Source: an optimization exercise on an open RTL-to-GDS flow (aim: small area, a short achievable clock period and few clock cycles per item). Production flows keep margins and buffers that such runs may drop.
Only simulation tests tie the RTL to the original design; equivalence was not proved.

Setup of run P:
## aes_cipher_core
module aes_cipher_core
(
    input  logic         clk,
    input  logic         reset_n,
    input  logic         start,
    input  logic [127:0] plain_text,
    input  logic [127:0] round_key,
    output logic [3:0]   round_num,
    output logic         valid,
    output logic [127:0] cipher_text
);
export LEC_CHECK = 0
export CAP_MARGIN = 20
export CORE_AREA = 2 2 246.26 246.8
export DIE_AREA = 0 0 248.26 248.8
export SLEW_MARGIN = 20
create_clock -name core_clock -period 24.0 [get_ports {clk}]
standard.sh (not shown) runs the stock make flow with config.mk's settings and CLKGATE_MAP_FILE= SYNTH_SCRIPT=/design/flow/synth_recipe.tcl, a recipe that flattens the netlist after the stock synthesis.
==> flow/flow/run.sh <==
#!/bin/bash
# Own layout flow: the standard flow (standard.sh), with two changes to how
# the layout is made:
#  * the final ABC mapping in synthesis uses an area-oriented script instead of
#    ORFS's (which maps this XOR-heavy design to nearly twice the area); every
#    step before it, and so every register and its name, is the standard one;
#  * the port buffers that global placement inserts are buf_1 cells.
# Each tool's output is written to a log of its own in the work folder.
set -euo pipefail
W=$PWD
ABC_SCRIPT=$(cat "$W/flow/abc.script")

cat > "$W/own_synth.tcl" <<EOT
proc abc {args} {
  set i [lsearch -exact \$args -script]
  if {\$i >= 0} { lset args [expr {\$i + 1}] {$ABC_SCRIPT} }
  yosys abc {*}\$args
}
source $W/synth_recipe.tcl
EOT

EXTRA=()
if [[ -f "$W/flow/make.args" ]]; then
  while IFS= read -r line; do
    [[ -n "$line" ]] && EXTRA+=("$line")
  done < "$W/flow/make.args"
fi

bash "$W/standard.sh" "SYNTH_SCRIPT=$W/own_synth.tcl" \
  "BUFFER_PORTS_ARGS=-buffer_cell sky130_fd_sc_hd__buf_1" \
  "${EXTRA[@]}" finish > "$W/flow_make.log" 2>&1
==> flow/flow/abc.script <==
+strash;dc2;&get,-n;&dch,-f;&nf,-R,1000;&put;
==> flow/flow/make.args <==
SETUP_SLACK_MARGIN=17.25
Testbench counts of run P, summed over its fixed seeds: cycles 2,304, blocks 192.
Relative to run P, the following input files were edited for run F:
==> flow/flow/abc.script <==
+strash;&get,-n;&dch,-f;&nf,-R,1000;&put;
==> flow/flow/make.args <==
SETUP_SLACK_MARGIN=17.5
Results
- Compared with run P, in run F clock-buffer cell count picked up an extra 3, routed wire length now sits lower, instance count on the critical path went down by 21.
- Looking at synthesized-area fraction occupied by and/or/nand/nor cells across run P and run F, the one that comes out lower is run F.
- Run F vs. run P: number of antenna violations at the first check in global routing +1; worst setup slack increased by 150 ps relative to the old numbers; final design utilization increased 1.0 points.

## run A
The RTL this note starts from:
==> flow/design.v <==
module aes_sbox
(
    input  logic [7:0] in_byte,
    output logic [7:0] out_byte
);
    logic U0, U1, U2, U3, U4, U5, U6, U7;
    logic T1, T2, T3, T4, T5, T6, T7, T8, T9, T10, T11, T12, T13, T14;
    logic T15, T16, T17, T18, T19, T20, T21, T22, T23, T24, T25, T26, T27;
    logic M1, M2, M3, M4, M5, M6, M7, M8, M9, M10, M11, M12, M13, M14, M15, M16;
    logic M17, M18, M19, M20, M21, M22, M23, M24, M25, M26, M27, M28, M29, M30;
    logic M31, M32, M33, M34, M35, M36, M37, M38, M39, M40, M41, M42, M43, M44, M45;
    logic M46, M47, M48, M49, M50, M51, M52, M53, M54, M55, M56, M57, M58, M59;
    logic M60, M61, M62, M63;
    logic L0, L1, L2, L3, L4, L5, L6, L7, L8, L9, L10, L11, L12, L13, L14, L15;
    logic L16, L17, L18, L19, L20, L21, L22, L23, L24, L25, L26, L27, L28, L29;
    assign {U0, U1, U2, U3, U4, U5, U6, U7} = in_byte;
    assign T1  = U0 ^ U3;
    assign T2  = U0 ^ U5;
    assign T3  = U0 ^ U6;
    assign T4  = U3 ^ U5;
    assign T5  = U4 ^ U6;
    assign T6  = T1 ^ T5;
    assign T7  = U1 ^ U2;
    assign T8  = U7 ^ T6;
    assign T9  = U7 ^ T7;
    assign T10 = T6 ^ T7;
    assign T11 = U1 ^ U5;
    assign T12 = U2 ^ U5;
    assign T13 = T3 ^ T4;
    assign T14 = T6 ^ T11;
    assign T15 = T5 ^ T11;
    assign T16 = T5 ^ T12;
    assign T17 = T9 ^ T16;
    assign T18 = U3 ^ U7;
    assign T19 = T7 ^ T18;
    assign T20 = T1 ^ T19;
    assign T21 = U6 ^ U7;
    assign T22 = T7 ^ T21;
    assign T23 = T2 ^ T22;
    assign T24 = T2 ^ T10;
    assign T25 = T20 ^ T17;
    assign T26 = T3 ^ T16;
    assign T27 = T1 ^ T12;
    assign M1  = T13 & T6;
    assign M2  = T23 & T8;
    assign M3  = T14 ^ M1;
    assign M4  = T19 & U7;
    assign M5  = M4 ^ M1;
    assign M6  = T3 & T16;
    assign M7  = T22 & T9;
    assign M8  = T26 ^ M6;
    assign M9  = T20 & T17;
    assign M10 = M9 ^ M6;
    assign M11 = T1 & T15;
    assign M12 = T4 & T27;
    assign M13 = M12 ^ M11;
    assign M14 = T2 & T10;
    assign M15 = M14 ^ M11;
    assign M16 = M3 ^ M2;
    assign M17 = M5 ^ T24;
    assign M18 = M8 ^ M7;
    assign M19 = M10 ^ M15;
    assign M20 = M16 ^ M13;
    assign M21 = M17 ^ M15;
    assign M22 = M18 ^ M13;
    assign M23 = M19 ^ T25;
    assign M24 = M22 ^ M23;
    assign M25 = M22 & M20;
    assign M26 = M21 ^ M25;
    assign M27 = M20 ^ M21;
    assign M28 = M23 ^ M25;
    assign M29 = M28 & M27;
    assign M30 = M26 & M24;
    assign M31 = M20 & M23;
    assign M32 = M27 & M31;
    assign M33 = M27 ^ M25;
    assign M34 = M21 & M22;
    assign M35 = M24 & M34;
    assign M36 = M24 ^ M25;
    assign M37 = M21 ^ M29;
    assign M38 = M32 ^ M33;
    assign M39 = M23 ^ M30;
    assign M40 = M35 ^ M36;
    assign M41 = M38 ^ M40;
    assign M42 = M37 ^ M39;
    assign M43 = M37 ^ M38;
    assign M44 = M39 ^ M40;
    assign M45 = M42 ^ M41;
    assign M46 = M44 & T6;
    assign M47 = M40 & T8;
    assign M48 = M39 & U7;
    assign M49 = M43 & T16;
    assign M50 = M38 & T9;
    assign M51 = M37 & T17;
    assign M52 = M42 & T15;
    assign M53 = M45 & T27;
    assign M54 = M41 & T10;
    assign M55 = M44 & T13;
    assign M56 = M40 & T23;
    assign M57 = M39 & T19;
    assign M58 = M43 & T3;
    assign M59 = M38 & T22;
    assign M60 = M37 & T20;
    assign M61 = M42 & T1;
    assign M62 = M45 & T4;
    assign M63 = M41 & T2;
    assign L0  = M61 ^ M62;
    assign L1  = M50 ^ M56;
    assign L2  = M46 ^ M48;
    assign L3  = M47 ^ M55;
    assign L4  = M54 ^ M58;
    assign L5  = M49 ^ M61;
    assign L6  = M62 ^ L5;
    assign L7  = M46 ^ L3;
    assign L8  = M51 ^ M59;
    assign L9  = M52 ^ M53;
    assign L10 = M53 ^ L4;
    assign L11 = M60 ^ L2;
    assign L12 = M48 ^ M51;
    assign L13 = M50 ^ L0;
    assign L14 = M52 ^ M61;
    assign L15 = M55 ^ L1;
    assign L16 = M56 ^ L0;
    assign L17 = M57 ^ L1;
    assign L18 = M58 ^ L8;
    assign L19 = M63 ^ L4;
    assign L20 = L0 ^ L1;
    assign L21 = L1 ^ L7;
    assign L22 = L3 ^ L12;
    assign L23 = L18 ^ L2;
    assign L24 = L15 ^ L9;
    assign L25 = L6 ^ L10;
    assign L26 = L7 ^ L9;
    assign L27 = L8 ^ L10;
    assign L28 = L11 ^ L14;
    assign L29 = L11 ^ L17;
    assign out_byte[7] = L6 ^ L24;
    assign out_byte[6] = ~(L16 ^ L26);
    assign out_byte[5] = ~(L19 ^ L28);
    assign out_byte[4] = L6 ^ L21;
    assign out_byte[3] = L20 ^ L22;
    assign out_byte[2] = L25 ^ L29;
    assign out_byte[1] = ~(L13 ^ L27);
    assign out_byte[0] = ~(L6 ^ L23);
endmodule
module aes_mix_columns
(
    input  logic [127:0] in_block,
    input  logic         enable,
    output logic [127:0] delta
);
    function automatic logic [7:0] gf_xtime(input logic [7:0] a);
        gf_xtime = {a[6:0], 1'b0} ^ (a[7] ? 8'h1b : 8'h00);
    endfunction
    always_comb
    begin
        for (int c = 0; c < 4; c++)
        begin
            logic [7:0] a0, a1, a2, a3;
            logic [7:0] s01, s12, s23, s30, t;
            a0  = in_block[127 - 32*c      -: 8];
            a1  = in_block[127 - 32*c - 8  -: 8];
            a2  = in_block[127 - 32*c - 16 -: 8];
            a3  = in_block[127 - 32*c - 24 -: 8];
            s01 = a0 ^ a1;
            s12 = a1 ^ a2;
            s23 = a2 ^ a3;
            s30 = a3 ^ a0;
            t   = s01 ^ s23;
            delta[127 - 32*c      -: 8] = (t ^ gf_xtime(s01)) & {8{enable}};
            delta[127 - 32*c - 8  -: 8] = (t ^ gf_xtime(s12)) & {8{enable}};
            delta[127 - 32*c - 16 -: 8] = (t ^ gf_xtime(s23)) & {8{enable}};
            delta[127 - 32*c - 24 -: 8] = (t ^ gf_xtime(s30)) & {8{enable}};
        end
    end
endmodule
module aes_round_datapath
(
    input  logic         clk,
    input  logic         op_load,
    input  logic         op_mix,
    input  logic [127:0] plain_text,
    input  logic [127:0] round_key,
    output logic [127:0] state
);
    logic [127:0] sub_block;
    logic [127:0] shifted;
    logic [127:0] delta;
    for (genvar i = 0; i < 16; i++)
    begin : g_sbox
        aes_sbox sbox_i (
            .in_byte  (state[127 - 8*i -: 8]),
            .out_byte (sub_block[127 - 8*i -: 8])
        );
    end
    always_comb
    begin
        for (int c = 0; c < 4; c++)
        begin
            for (int r = 0; r < 4; r++)
            begin
                shifted[127 - 8*(4*c + r) -: 8] = sub_block[127 - 8*(4*((c + r) % 4) + r) -: 8];
            end
        end
    end
    aes_mix_columns mix_columns_i (
        .in_block  (shifted),
        .enable    (op_mix),
        .delta     (delta)
    );
    always_ff @(posedge clk)
    begin
        state <= (op_load ? plain_text : shifted) ^ delta ^ round_key;
    end
endmodule
module aes_round_ctrl
(
    input  logic       clk,
    input  logic       reset_n,
    input  logic       start,
    output logic       op_load,
    output logic       op_mix,
    output logic [3:0] round_num,
    output logic       valid
);
    logic [3:0] count;
    logic       done;
    always_ff @(posedge clk or negedge reset_n)
    begin
        if (!reset_n)
        begin
            count <= 4'd0;
            done  <= 1'b0;
        end
        else
        begin
            done <= (count == 4'd10);
            if (count == 4'd0)
            begin
                count <= (start && !done) ? 4'd1 : 4'd0;
            end
            else if (count == 4'd10)
            begin
                count <= 4'd0;
            end
            else
            begin
                count <= count + 4'd1;
            end
        end
    end
    assign op_load   = (count == 4'd0);
    assign op_mix    = (count != 4'd0) && (count != 4'd10);
    assign round_num = count;
    assign valid     = done;
endmodule
module aes_cipher_core
(
    input  logic         clk,
    input  logic         reset_n,
    input  logic         start,
    input  logic [127:0] plain_text,
    input  logic [127:0] round_key,
    output logic [3:0]   round_num,
    output logic         valid,
    output logic [127:0] cipher_text
);
    logic op_load;
    logic op_mix;
    aes_round_ctrl round_ctrl_i (
        .clk       (clk),
        .reset_n   (reset_n),
        .start     (start),
        .op_load   (op_load),
        .op_mix    (op_mix),
        .round_num (round_num),
        .valid     (valid)
    );
    aes_round_datapath round_datapath_i (
        .clk        (clk),
        .op_load    (op_load),
        .op_mix     (op_mix),
        .plain_text (plain_text),
        .round_key  (round_key),
        .state      (cipher_text)
    );
endmodule
clock: 24.0 ns
lec_check: 0
cap_margin: 20
core_area: 2 2 246.26 246.8
die_area: 0 0 248.26 248.8
place_density: 0.75
slew_margin: 20
==> flow/flow/abc.script <==
+strash;dc2;&get,-n;&dch,-f;&nf,-R,1000;&put;
==> flow/flow/make.args <==
SETUP_SLACK_MARGIN=17.5
Scripts as last shown in full above: flow/flow/run.sh
Testbench counts of run A, summed over its fixed seeds: cycles 2,304, blocks 192.
Changes in run B relative to run A:
# run A
export LEC_CHECK = 0
export CAP_MARGIN = 20
export CORE_AREA = 2 2 246.26 246.8
export DIE_AREA = 0 0 248.26 248.8
export PLACE_DENSITY = 0.75
export SLEW_MARGIN = 20
create_clock -name core_clock -period 24.0 [get_ports {clk}]
# run B
export LEC_CHECK = 0
export CAP_MARGIN = 20
export CORE_AREA = 2 2 246.26 246.8
export CTS_CLUSTER_DIAMETER = 120
export CTS_CLUSTER_SIZE = 40
export DIE_AREA = 0 0 248.26 248.8
export SLEW_MARGIN = 20
create_clock -name core_clock -period 24.0 [get_ports {clk}]
[summary]
Number of post-CTS setup repair buffers came out exactly the same in run A and run B. Compared with run A, in run B non-clock buffer count shrank by about 0.75%, via count went down, number of global-route vias before repair went down by 3.0%, non-clock buffer share of cell area was more or less identical, global routing usage on met1 now larger. Compared with run A, run B shows pin count of the biggest net entering global routing higher by 22.
#### Input delta (run C over run B)
# run B
export LEC_CHECK = 0
export CAP_MARGIN = 20
export CORE_AREA = 2 2 246.26 246.8
export CTS_CLUSTER_DIAMETER = 120
export CTS_CLUSTER_SIZE = 40
export DIE_AREA = 0 0 248.26 248.8
export SLEW_MARGIN = 20
create_clock -name core_clock -period 24.0 [get_ports {clk}]
# run C
export LEC_CHECK = 0
export CAP_MARGIN = 20
export CORE_AREA = 2 2 246.26 246.8
export DIE_AREA = 0 0 248.26 248.8
export SLEW_MARGIN = 20
create_clock -name core_clock -period 24.0 [get_ports {clk}]
==> flow/flow/abc.script <==
+strash;&get,-n;&dch,-f;&nf,-R,1000;&put;
==> flow/flow/make.args <==
SETUP_SLACK_MARGIN=18.5
Results
Run C reports its timing startpoint of the critical path as round_datapath_i.state[41]$_DFF_P_ while run B reports round_datapath_i.state[108]$_DFF_P_.
Looking at area of combinational cells with multiple inputs, run C sits about 22% above run B.
Comparing run C and run B, the lower worst hold slack after final layout was measured on run B.
For mux share of post-synthesis cell area, run C and run B come out practically identical.
Run C — net count after synthesis 61 lower, run B as reference
Sequential share of layout area | run C below run B
Run C against run B: number of signal-net buffers in the layout went up, starting density of the core now sits lower, minimum setup slack in the final design moved up.

what the ideal ports hide:
Ports are ideal in the flow. The routed layouts listed here were re-timed in OpenROAD.
Step 1 assumes that a clkbuf_16 drives the clock port and a buf_2 every other input.
Step 2 times the ports against the registers' clock, not the clock port: input delays grow and output delays shrink by t, the midpoint of the rising clock arrivals with the driver on.
a / b / c = ideal / step 1 / step 2; a / b = the first two.
run | t, ns | setup slack, ns | latest minus earliest clock arrival (ns) | worst data-port slew with drivers (ns) | pins driven straight from the clock port
run P | 0.544 | 17.641 / 17.641 / 17.641 | 0.015 / 0.015 | 0.08 | 1
run F | 0.560 | 17.788 / 17.726 / 17.816 | 0.009 / 0.009 | 0.09 | 1
run A | 0.548 | 17.746 / 17.690 / 17.843 | 0.020 / 0.020 | 0.05 | 1
run B | 0.546 | 17.794 / 17.733 / 17.900 | 0.016 / 0.015 | 0.08 | 1
run C | 0.577 | 18.123 / 18.061 / 18.080 | 0.011 / 0.011 | 0.08 | 1
After both steps setup and hold are still met in every run listed. The setup slack of run C, which loses most, moves by -0.062 ns with the drivers and by -0.043 ns with both steps.
